This is an optimization exercise on Yosys and OpenROAD, whose aim is a short achievable clock period and few clock cycles, not a production implementation. The RTL was checked by simulation tests, not by an equivalence proof against the original design. Power is estimated from default activity; no workload was simulated.

==> design.v <==
`timescale 1ns/1ns
package rapid_isa_pkg;
    localparam int XLEN      = 32;
    localparam int REG_IDX_W = 4;
    localparam int IMM_W     = 16;
    typedef enum logic [3:0] {
        OP_NOP  = 4'd0,
        OP_ADD  = 4'd1,
        OP_SUB  = 4'd2,
        OP_AND  = 4'd3,
        OP_OR   = 4'd4,
        OP_XOR  = 4'd5,
        OP_SLT  = 4'd6,
        OP_ADDI = 4'd7,
        OP_LUI  = 4'd8,
        OP_LW   = 4'd9,
        OP_SW   = 4'd10,
        OP_BEQ  = 4'd11,
        OP_BNE  = 4'd12,
        OP_JAL  = 4'd13
    } opcode_e;
    typedef enum logic [2:0] {
        ALU_ADD,
        ALU_SUB,
        ALU_AND,
        ALU_OR,
        ALU_XOR,
        ALU_SLT,
        ALU_PASS_IMM
    } alu_op_e;
    typedef struct packed {
        opcode_e              opcode;
        logic [REG_IDX_W-1:0] rd;
        logic [REG_IDX_W-1:0] rs1;
        logic [REG_IDX_W-1:0] rs2;
        logic [IMM_W-1:0]     imm;
    } instr_s;
    typedef struct packed {
        logic                 valid;
        logic [XLEN-1:0]      pc;
        logic [REG_IDX_W-1:0] rd;
        logic                 rd_we;
        logic [REG_IDX_W-1:0] rs1;
        logic [REG_IDX_W-1:0] rs2;
        alu_op_e              alu_op;
        logic                 use_imm;
        logic                 is_load;
        logic                 is_store;
        logic                 is_branch_eq;
        logic                 is_branch_ne;
        logic                 is_jal;
        logic [XLEN-1:0]      imm;
    } decode_s;
    typedef struct packed {
        logic                 valid;
        logic [REG_IDX_W-1:0] rd;
        logic                 rd_we;
        logic [XLEN-1:0]      result;
        logic [XLEN-1:0]      store_data;
        logic                 is_load;
        logic                 is_store;
    } exec_s;
endpackage
`timescale 1ns/1ns
package rapid_bus_pkg;
    localparam int XLEN = 32;
    typedef struct packed {
        logic            cyc;
        logic            stb;
        logic            we;
        logic [XLEN-1:0] adr;
        logic [XLEN-1:0] dat;
    } wb_m2s_s;
    typedef struct packed {
        logic            ack;
        logic [XLEN-1:0] dat;
    } wb_s2m_s;
endpackage
`timescale 1ns/1ns
import rapid_isa_pkg::*;
module rapid_fetch #(
    parameter logic [XLEN-1:0] RESET_PC = '0
) (
    input  logic            i_clk,
    input  logic            i_arst_n,
    input  logic            i_advance,
    input  logic            i_pc_load,
    input  logic [XLEN-1:0] i_pc_target,
    output logic [XLEN-1:0] o_pc
);
    always_ff @(posedge i_clk or negedge i_arst_n) begin
        if (!i_arst_n) begin
            o_pc <= RESET_PC;
        end else if (i_advance) begin
            if (i_pc_load) begin
                o_pc <= i_pc_target;
            end else begin
                o_pc <= o_pc + 1'b1;
            end
        end
    end
endmodule
`timescale 1ns/1ns
import rapid_isa_pkg::*;
module rapid_decode (
    input  logic                 i_clk,
    input  logic                 i_arst_n,
    input  logic                 i_advance,
    input  logic                 i_flush,
    input  logic [XLEN-1:0]      i_pc,
    input  logic [XLEN-1:0]      i_instr,
    output logic [REG_IDX_W-1:0] o_rs1_idx,
    output logic [REG_IDX_W-1:0] o_rs2_idx,
    output rapid_isa_pkg::decode_s              o_dec
);
    rapid_isa_pkg::instr_s          instr_q;
    logic [XLEN-1:0] pc_q;
    logic            valid_q;
    logic [XLEN-1:0] imm_sext;
    logic [XLEN-1:0] imm_lui;
    always_ff @(posedge i_clk or negedge i_arst_n) begin
        if (!i_arst_n) begin
            instr_q <= '0;
            valid_q <= 1'b0;
        end else if (i_advance) begin
            instr_q <= i_instr;
            valid_q <= ~i_flush;
        end
    end
    always_ff @(posedge i_clk) begin
        if (i_advance) begin
            pc_q <= i_pc;
        end
    end
    assign o_rs1_idx = instr_q.rs1;
    assign o_rs2_idx = instr_q.rs2;
    assign imm_sext = {{(XLEN-IMM_W){instr_q.imm[IMM_W-1]}}, instr_q.imm};
    assign imm_lui  = {instr_q.imm, {(XLEN-IMM_W){1'b0}}};
    always_comb begin
        o_dec        = '0;
        o_dec.valid  = valid_q;
        o_dec.pc     = pc_q;
        o_dec.rd     = instr_q.rd;
        o_dec.rs1    = instr_q.rs1;
        o_dec.rs2    = instr_q.rs2;
        o_dec.alu_op = ALU_ADD;
        o_dec.imm    = imm_sext;
        case (instr_q.opcode)
            OP_ADD, OP_SUB, OP_AND, OP_OR, OP_XOR, OP_SLT: begin
                o_dec.rd_we  = 1'b1;
                case (instr_q.opcode)
                    OP_SUB:  o_dec.alu_op = ALU_SUB;
                    OP_AND:  o_dec.alu_op = ALU_AND;
                    OP_OR:   o_dec.alu_op = ALU_OR;
                    OP_XOR:  o_dec.alu_op = ALU_XOR;
                    OP_SLT:  o_dec.alu_op = ALU_SLT;
                    default: o_dec.alu_op = ALU_ADD;
                endcase
            end
            OP_ADDI: begin
                o_dec.rd_we   = 1'b1;
                o_dec.use_imm = 1'b1;
            end
            OP_LUI: begin
                o_dec.rd_we   = 1'b1;
                o_dec.use_imm = 1'b1;
                o_dec.alu_op  = ALU_PASS_IMM;
                o_dec.imm     = imm_lui;
            end
            OP_LW: begin
                o_dec.rd_we   = 1'b1;
                o_dec.use_imm = 1'b1;
                o_dec.is_load = 1'b1;
            end
            OP_SW: begin
                o_dec.use_imm  = 1'b1;
                o_dec.is_store = 1'b1;
            end
            OP_BEQ: o_dec.is_branch_eq = 1'b1;
            OP_BNE: o_dec.is_branch_ne = 1'b1;
            OP_JAL: begin
                o_dec.rd_we  = 1'b1;
                o_dec.is_jal = 1'b1;
            end
            default: ;
        endcase
    end
endmodule
`timescale 1ns/1ns
import rapid_isa_pkg::*;
module rapid_regfile (
    input  logic                 i_clk,
    input  logic                 i_arst_n,
    input  logic [REG_IDX_W-1:0] i_rs1_idx,
    input  logic [REG_IDX_W-1:0] i_rs2_idx,
    input  logic                 i_we,
    input  logic [REG_IDX_W-1:0] i_rd_idx,
    input  logic [XLEN-1:0]      i_rd_data,
    output logic [XLEN-1:0]      o_rs1_data,
    output logic [XLEN-1:0]      o_rs2_data
);
    logic [XLEN-1:0] regs [2**REG_IDX_W];
    always_ff @(posedge i_clk or negedge i_arst_n) begin
        if (!i_arst_n) begin
            for (int i = 0; i < 2**REG_IDX_W; i++) begin
                regs[i] <= '0;
            end
        end else if (i_we && (i_rd_idx != '0)) begin
            regs[i_rd_idx] <= i_rd_data;
        end
    end
    assign o_rs1_data = (i_rs1_idx == '0) ? '0 :
                        (i_we && (i_rd_idx == i_rs1_idx)) ? i_rd_data : regs[i_rs1_idx];
    assign o_rs2_data = (i_rs2_idx == '0) ? '0 :
                        (i_we && (i_rd_idx == i_rs2_idx)) ? i_rd_data : regs[i_rs2_idx];
endmodule
`timescale 1ns/1ns
import rapid_isa_pkg::*;
module rapid_execute (
    input  logic                 i_clk,
    input  logic                 i_arst_n,
    input  logic                 i_advance,
    input  rapid_isa_pkg::decode_s              i_dec,
    input  logic [XLEN-1:0]      i_rs1_data,
    input  logic [XLEN-1:0]      i_rs2_data,
    input  logic                 i_fwd_we,
    input  logic [REG_IDX_W-1:0] i_fwd_idx,
    input  logic [XLEN-1:0]      i_fwd_data,
    output logic                 o_pc_load,
    output logic [XLEN-1:0]      o_pc_target,
    output rapid_isa_pkg::exec_s                o_exec
);
    rapid_isa_pkg::decode_s         dec_q;
    logic [XLEN-1:0] rs1_q;
    logic [XLEN-1:0] rs2_q;
    logic            fwd_rs1;
    logic            fwd_rs2;
    logic [XLEN-1:0] op_a;
    logic [XLEN-1:0] op_b_reg;
    logic [XLEN-1:0] op_b;
    logic [XLEN-1:0] alu_res;
    logic            eq;
    rapid_isa_pkg::exec_s           exec_d;
    always_ff @(posedge i_clk or negedge i_arst_n) begin
        if (!i_arst_n) begin
            dec_q <= '0;
        end else if (i_advance) begin
            dec_q <= i_dec;
            dec_q.valid <= i_dec.valid & ~o_pc_load;
        end
    end
    always_ff @(posedge i_clk) begin
        if (i_advance) begin
            rs1_q <= i_rs1_data;
            rs2_q <= i_rs2_data;
        end
    end
    assign fwd_rs1 = i_fwd_we && (dec_q.rs1 != '0) && (dec_q.rs1 == i_fwd_idx);
    assign fwd_rs2 = i_fwd_we && (dec_q.rs2 != '0) && (dec_q.rs2 == i_fwd_idx);
    assign op_a     = fwd_rs1 ? i_fwd_data : rs1_q;
    assign op_b_reg = fwd_rs2 ? i_fwd_data : rs2_q;
    assign op_b     = dec_q.use_imm ? dec_q.imm : op_b_reg;
    always_comb begin
        case (dec_q.alu_op)
            ALU_SUB:      alu_res = op_a - op_b;
            ALU_AND:      alu_res = op_a & op_b;
            ALU_OR:       alu_res = op_a | op_b;
            ALU_XOR:      alu_res = op_a ^ op_b;
            ALU_SLT:      alu_res = {{(XLEN-1){1'b0}}, $signed(op_a) < $signed(op_b)};
            ALU_PASS_IMM: alu_res = op_b;
            default:      alu_res = op_a + op_b;
        endcase
    end
    assign eq = (op_a == op_b_reg);
    assign o_pc_load = dec_q.valid &
                       (dec_q.is_jal | (dec_q.is_branch_eq & eq) | (dec_q.is_branch_ne & ~eq));
    assign o_pc_target = dec_q.pc + dec_q.imm;
    always_comb begin
        exec_d.valid = dec_q.valid;
        exec_d.rd    = dec_q.rd;
        exec_d.rd_we = dec_q.rd_we;
        exec_d.result     = dec_q.is_jal ? dec_q.pc + 1'b1 : alu_res;
        exec_d.store_data = op_b_reg;
        exec_d.is_load    = dec_q.is_load;
        exec_d.is_store   = dec_q.is_store;
    end
    always_ff @(posedge i_clk or negedge i_arst_n) begin
        if (!i_arst_n) begin
            o_exec <= '0;
        end else if (i_advance) begin
            o_exec <= exec_d;
        end
    end
endmodule
`timescale 1ns/1ns
import rapid_isa_pkg::*;
import rapid_bus_pkg::*;
module rapid_result (
    input  logic                 i_clk,
    input  logic                 i_arst_n,
    input  rapid_isa_pkg::exec_s                i_exec,
    input  rapid_bus_pkg::wb_s2m_s              i_wb,
    output rapid_bus_pkg::wb_m2s_s              o_wb,
    output logic                 o_advance,
    output logic                 o_rf_we,
    output logic [REG_IDX_W-1:0] o_rf_idx,
    output logic [XLEN-1:0]      o_rf_data
);
    typedef enum logic {
        BUS_OPEN,
        BUS_GAP
    } bus_state_e;
    bus_state_e state_q;
    logic       mem_op;
    logic       req;
    logic       ack;
    assign mem_op = i_exec.valid & (i_exec.is_load | i_exec.is_store);
    assign req    = mem_op & (state_q == BUS_OPEN);
    assign ack    = req & i_wb.ack;
    always_comb begin
        o_wb.cyc = req;
        o_wb.stb = req;
        o_wb.we  = i_exec.is_store;
        o_wb.adr = i_exec.result;
        o_wb.dat = i_exec.store_data;
    end
    always_ff @(posedge i_clk or negedge i_arst_n) begin
        if (!i_arst_n) begin
            state_q <= BUS_OPEN;
        end else if (ack) begin
            state_q <= BUS_GAP;
        end else begin
            state_q <= BUS_OPEN;
        end
    end
    assign o_advance = ~mem_op | ack;
    assign o_rf_we   = i_exec.valid & i_exec.rd_we & o_advance;
    assign o_rf_idx  = i_exec.rd;
    assign o_rf_data = i_exec.is_load ? i_wb.dat : i_exec.result;
endmodule
`timescale 1ns/1ns
import rapid_isa_pkg::*;
import rapid_bus_pkg::*;
module rapid_cpu #(
    parameter logic [XLEN-1:0] RESET_PC = '0
) (
    input  logic            i_clk,
    input  logic            i_arst_n,
    output logic [XLEN-1:0] o_imem_addr,
    input  logic [XLEN-1:0] i_imem_data,
    output logic            o_wb_cyc,
    output logic            o_wb_stb,
    output logic            o_wb_we,
    output logic [XLEN-1:0] o_wb_adr,
    output logic [XLEN-1:0] o_wb_dat,
    input  logic            i_wb_ack,
    input  logic [XLEN-1:0] i_wb_dat
);
    rapid_bus_pkg::wb_m2s_s              o_wb;
    rapid_bus_pkg::wb_s2m_s              i_wb;
    assign o_wb_cyc = o_wb.cyc;
    assign o_wb_stb = o_wb.stb;
    assign o_wb_we  = o_wb.we;
    assign o_wb_adr = o_wb.adr;
    assign o_wb_dat = o_wb.dat;
    assign i_wb.ack = i_wb_ack;
    assign i_wb.dat = i_wb_dat;
    logic                 advance;
    logic                 pc_load;
    logic [XLEN-1:0]      pc_target;
    logic [REG_IDX_W-1:0] rs1_idx;
    logic [REG_IDX_W-1:0] rs2_idx;
    logic [XLEN-1:0]      rs1_data;
    logic [XLEN-1:0]      rs2_data;
    rapid_isa_pkg::decode_s              dec;
    rapid_isa_pkg::exec_s                exec;
    logic                 rf_we;
    logic [REG_IDX_W-1:0] rf_idx;
    logic [XLEN-1:0]      rf_data;
    rapid_fetch #(
        .RESET_PC(RESET_PC)
    ) u_fetch (
        .i_clk      (i_clk),
        .i_arst_n   (i_arst_n),
        .i_advance  (advance),
        .i_pc_load  (pc_load),
        .i_pc_target(pc_target),
        .o_pc       (o_imem_addr)
    );
    rapid_decode u_decode (
        .i_clk    (i_clk),
        .i_arst_n (i_arst_n),
        .i_advance(advance),
        .i_flush  (pc_load),
        .i_pc     (o_imem_addr),
        .i_instr  (i_imem_data),
        .o_rs1_idx(rs1_idx),
        .o_rs2_idx(rs2_idx),
        .o_dec    (dec)
    );
    rapid_regfile u_regfile (
        .i_clk     (i_clk),
        .i_arst_n  (i_arst_n),
        .i_rs1_idx (rs1_idx),
        .i_rs2_idx (rs2_idx),
        .i_we      (rf_we),
        .i_rd_idx  (rf_idx),
        .i_rd_data (rf_data),
        .o_rs1_data(rs1_data),
        .o_rs2_data(rs2_data)
    );
    rapid_execute u_execute (
        .i_clk      (i_clk),
        .i_arst_n   (i_arst_n),
        .i_advance  (advance),
        .i_dec      (dec),
        .i_rs1_data (rs1_data),
        .i_rs2_data (rs2_data),
        .i_fwd_we   (rf_we),
        .i_fwd_idx  (rf_idx),
        .i_fwd_data (rf_data),
        .o_pc_load  (pc_load),
        .o_pc_target(pc_target),
        .o_exec     (exec)
    );
    rapid_result u_result (
        .i_clk    (i_clk),
        .i_arst_n (i_arst_n),
        .i_exec   (exec),
        .i_wb     (i_wb),
        .o_wb     (o_wb),
        .o_advance(advance),
        .o_rf_we  (rf_we),
        .o_rf_idx (rf_idx),
        .o_rf_data(rf_data)
    );
endmodule
==> run.sh <==
#!/bin/bash
# synth_recipe.tcl (not shown) runs the flow's synth.tcl, then flattens the netlist and writes it again
# the make line also repeats each setting of config.mk as NAME=value (left out here)
make -C /OpenROAD-flow-scripts/flow DESIGN_CONFIG=/design/flow/config.mk WORK_HOME=/design/flow/orfs CLKGATE_MAP_FILE= SYNTH_SCRIPT=/design/flow/synth_recipe.tcl finish
==> config.mk <==
export PLATFORM = sky130hd
export DESIGN_NAME = rapid_cpu
export DESIGN_NICKNAME = rapid_cpu
export VERILOG_FILES = /design/flow/design.v
export SDC_FILE = /design/flow/constraint.sdc
export NUM_CORES = 4
export LEC_CHECK = 0
export CAP_MARGIN = 20
export CORE_MARGIN = 2
export CORE_UTILIZATION = 40
export SLEW_MARGIN = 20
==> constraint.sdc <==
create_clock -name core_clock -period 8.0 [get_ports {i_clk}]
set_input_delay 1.6000 -clock core_clock [delete_from_list [all_inputs] [get_ports {i_clk}]]
set_output_delay 1.6000 -clock core_clock [all_outputs]
set_load 0.01 [all_outputs]
==> out/results.tsv <==
metric	value	unit
post_dp_cell_area	0.04861	sq mm
clock_skew	0.06170	ns
cts_max_level	3	
min_from	u_decode.pc_q[2]	
initial_core_util	0.4014	
io_buffers	165	
fillers	11130	
synth_edf_count	96	
wl	190200	um
setup_viol	0	
worstHoldPathType	flop to flop	
multi_input_area	0.02287	sq mm
max_freq	143.7	MHz
postCtsResizedCells	0	
cts_tree	yes	
seqCellArea	0.02053	sq mm
first_iter_violations	5718	
first_global_vias	40000	
dp_hpwl	119300	um
path_class	primary input to flop	
r2r_start	u_execute.o_exec[67]	
io_pins	166	
crit_top_cell	a21oi_1	
rsz0062_at_grt	no	
outcome	no timing/DRC/antenna violations	
slowest_delay	0.55	ns
worst_pin_slew	1.137	ns
ir_drop	190.9	uV
ys_ff_latch	801	
hold_viol_final	0	
cp_max_fo	13	
critPathLaunchType	primary input	
synth_ff_type	dfrtp_1	
synthCells	5248	
hold_buffers	0	
grt.total_usage	0.3189	
clock-sinks	801	
yosysSeqAreaShare	0.4490	
synth_top_area_share	0.3859	
async_reset_ff_frac	0.8801	
clk_pin_slew	0.06	ns
p_leak	21.46	nW
grt_start_max_net_pins	205	
ant_nets	0	
clockBufferDepth	3	
clk_latency	0.71	ns
critical_path.cell_chain	clkdlybuf4s50_1, nor2b_1, o2111a_1, nand2_1, a21oi_1, nor2_1, a21oi_1, inv_1, ha_1, inv_1, a2111oi_0, a211oi_1, o41ai_1, buf_4, o311ai_0, buf_4, a21oi_1, o21ai_0, a21boi_0, xnor2_1, o21ai_0	
synthDistinctLibCells	86	
p_per_area	438.7	mW/mm^2
critical_path.top_delay_family	compound AO/OA/AOI/OAI gates	
syn_avg_cell_area	8.710	sq um
synth_area	0.04571	sq mm
yosys.area.top_type	dfrtp_1	
fin_area	0.05183	sq mm
gr-total-overflow	0	
cts_setup_buffers	0	
crit_required	8.56	ns
grt_pass1_wl	277200	um
crit_arrival	7.52	ns
startpoint	i_wb_ack	
tns	0	ns
final_layout_size_suffix_gt1_frac	0.07542	
max_cap_violations	0	
synth.area.top_cells	dfrtp_1 39%, nand2_1 6.6%, edfxtp_1 6.3%, a22oi_1 5.4%, o21ai_0 5.2%	
place_congestion	1.000	
syn_nets	5447	
drc	0	
end_kind	flop	
design.core.area	0.1139	sq mm
slew_violations	0	
layout_commonest_cell	nand2_1	
antenna_found_initial	4	
synthToLayoutAreaGrowth	13.40	%
layout_common_cells	795 x nand2_1, 701 x dfrtp_1, 475 x o21ai_0	
cp_num_buf_inv	5	
post-route-period-util	0.8701	
synth-warning-count	6	
slew_headroom	0.2391	
cts_buffers	90	
drt_first_pass_iters	10	
die_h	342.1	um
slowest_stage	a2111oi_0	
die_area	0.1170	sq mm
wl_per_cell	28.23	um
fp.dieW	342.1	um
rows	124	
cts-root-buf	clkbuf_16	
final_nets	5346	
num_vias	42680	
drt-vias-per-instance	6.333	
min_period	6.961	ns
-- worst min-delay path: stages (launching register included) --
cell	delay, ns
edfxtp_1	0.32
nand2_1	0.04
nand2_1	0.05
-- synth_stat cells (9+ instances only) --
cell and n:
xnor2_1 77, a22oi_1 327, o22ai_1 25, nand3_1 175
inv_1 144, nand2_1 801, a21oi_1 399, a211oi_1 105
xor2_1 28, o21bai_1 30, o211ai_1 34, ha_1 129
o221ai_1 11, a22o_1 38, clkbuf_1 377, o21ai_0 476
nand4_1 50, a21o_1 52, dfrtp_1 705, buf_4 68
o21a_1 15, nor3_1 129, nor2_1 370, mux2i_1 51
or4_1 15, nor4_1 19, or3_1 12, edfxtp_1 96
buf_1 17, or2_2 11, nor2b_1 14, a221oi_1 64
buf_2 29, and2_1 16, nand4b_1 9, o31ai_1 19
a2111oi_0 12, a222oi_1 65, a311oi_1 10, o2111ai_1 14
and3_1 47, nand2b_1 29
-- logic make-up after synthesis --
logic type	after synthesis	synth area share
AO/OA/AOI/OAI	1791	0.2566
buffers and inverters	639	0.05934
flip-flops	801	0.4490
adder cells (fa/ha/maj)	132	0.03662
XOR/XNOR	105	0.02012
AND/OR/NAND/NOR	1723	0.1657
multiplexers	57	0.01265
-- report_power, final --
| group | leakage, nW | switching, mW | internal [mW] |
|---|---|---|---|
| clock | 1.55 | 1.83 | 2.62 |
| sequential | 9.71 | 1.85 | 6.01 |
| combinational | 10.2 | 6.58 | 3.85 |
| total | 21.5 | 10.3 | 12.5 |
-- final cells by class --
cell class | count | share of cell area
inverters | 145 | 0.01064
diodes | 4 | 0.0001931
clock buffers | 121 | 0.04861
multi-input cells | 3808 | 0.4413
flip-flops and latches | 801 | 0.3961
repair buffers | 301 | 0.05405
well taps | 1512 | 0.03650
clock inverters | 48 | 0.01265
-- per-stage QoR --
step | hold slack (ns) | power (mW) | std cells | setup WS (ns) | util
final | 0.4042 | 22.74 | 6740 | 1.039 | 0.4552
after global routing | 0.4586 | 24.04 | 6736 | 0.6355 | 0.4551
after CTS | 0.4164 | 22.46 | 6734 | 1.201 | 0.4547
after detailed placement | 0.4346 | 17.97 | 6565 | 0.5042 | 0.4269
after global placement | 0.4249 | 17.84 | 6565 | 0.5981 | 0.4269
after floorplan | 0.4218 | 14.00 | 5248 | 1.355 | -
-- worst paths after layout --
check                                         end  slack [ns]  cells after the start
hold reg to reg               u_execute.dec_q[56]        0.40                      2
hold / removal                u_execute.dec_q[56]        0.40                      2
min in group asynchronous    u_execute.o_exec[47]        0.93                      1
setup reg to reg             u_execute.o_exec[65]        1.80                     21
setup / recovery             u_execute.o_exec[65]        1.04                     21
max in group asynchronous  u_regfile.regs[11][22]        5.82                      2
-- state kept, by name (all words and copies together), names as in the netlist --
register	count
u_decode.valid_q	1
u_fetch.o_pc	32
u_execute.dec_q	87
u_result.state_q	1
u_execute.rs1_q	32
u_decode.pc_q	32
u_decode.instr_q	32
u_regfile.regs	480
u_execute.o_exec	72
u_execute.rs2_q	32
-- routing by layer --
metal,global-route usage,wire [um],vias to the layer above
met2,0.4807,83110,2415
met5,0.002859,8,-
li1,-,-,18840
met1,0.4165,74850,20850
met4,0.1891,12840,2
met3,0.07601,19430,571
Testbench counts, summed over its fixed seeds: cycles 71,938.

-- port drivers added, routing unchanged --
The flow's constraints put no driver on any port. The routed layout listed below was extracted and timed again, unchanged, in two steps.
Step 1 assumes that a clkbuf_16 drives the clock port and a buf_2 every other input.
Step 2, shift: input delay + t, output delay - t, t = (earliest + latest rising clock arrival at the registers) / 2. This alone moves slack from input paths to output paths.
Slacks: no drivers / after step 1 / after step 2; pairs: no drivers / after step 1.
t, ns: 0.743
slack for setup (ns): 1.039 / 1.077 / 0.334
latest minus earliest clock arrival (ns): 0.068 / 0.068
worst data-port slew with drivers (ns): 0.08
After both steps this run still meets setup and hold. The setup slack of this run moves by +0.038 ns with the drivers and by -0.705 ns with both steps.
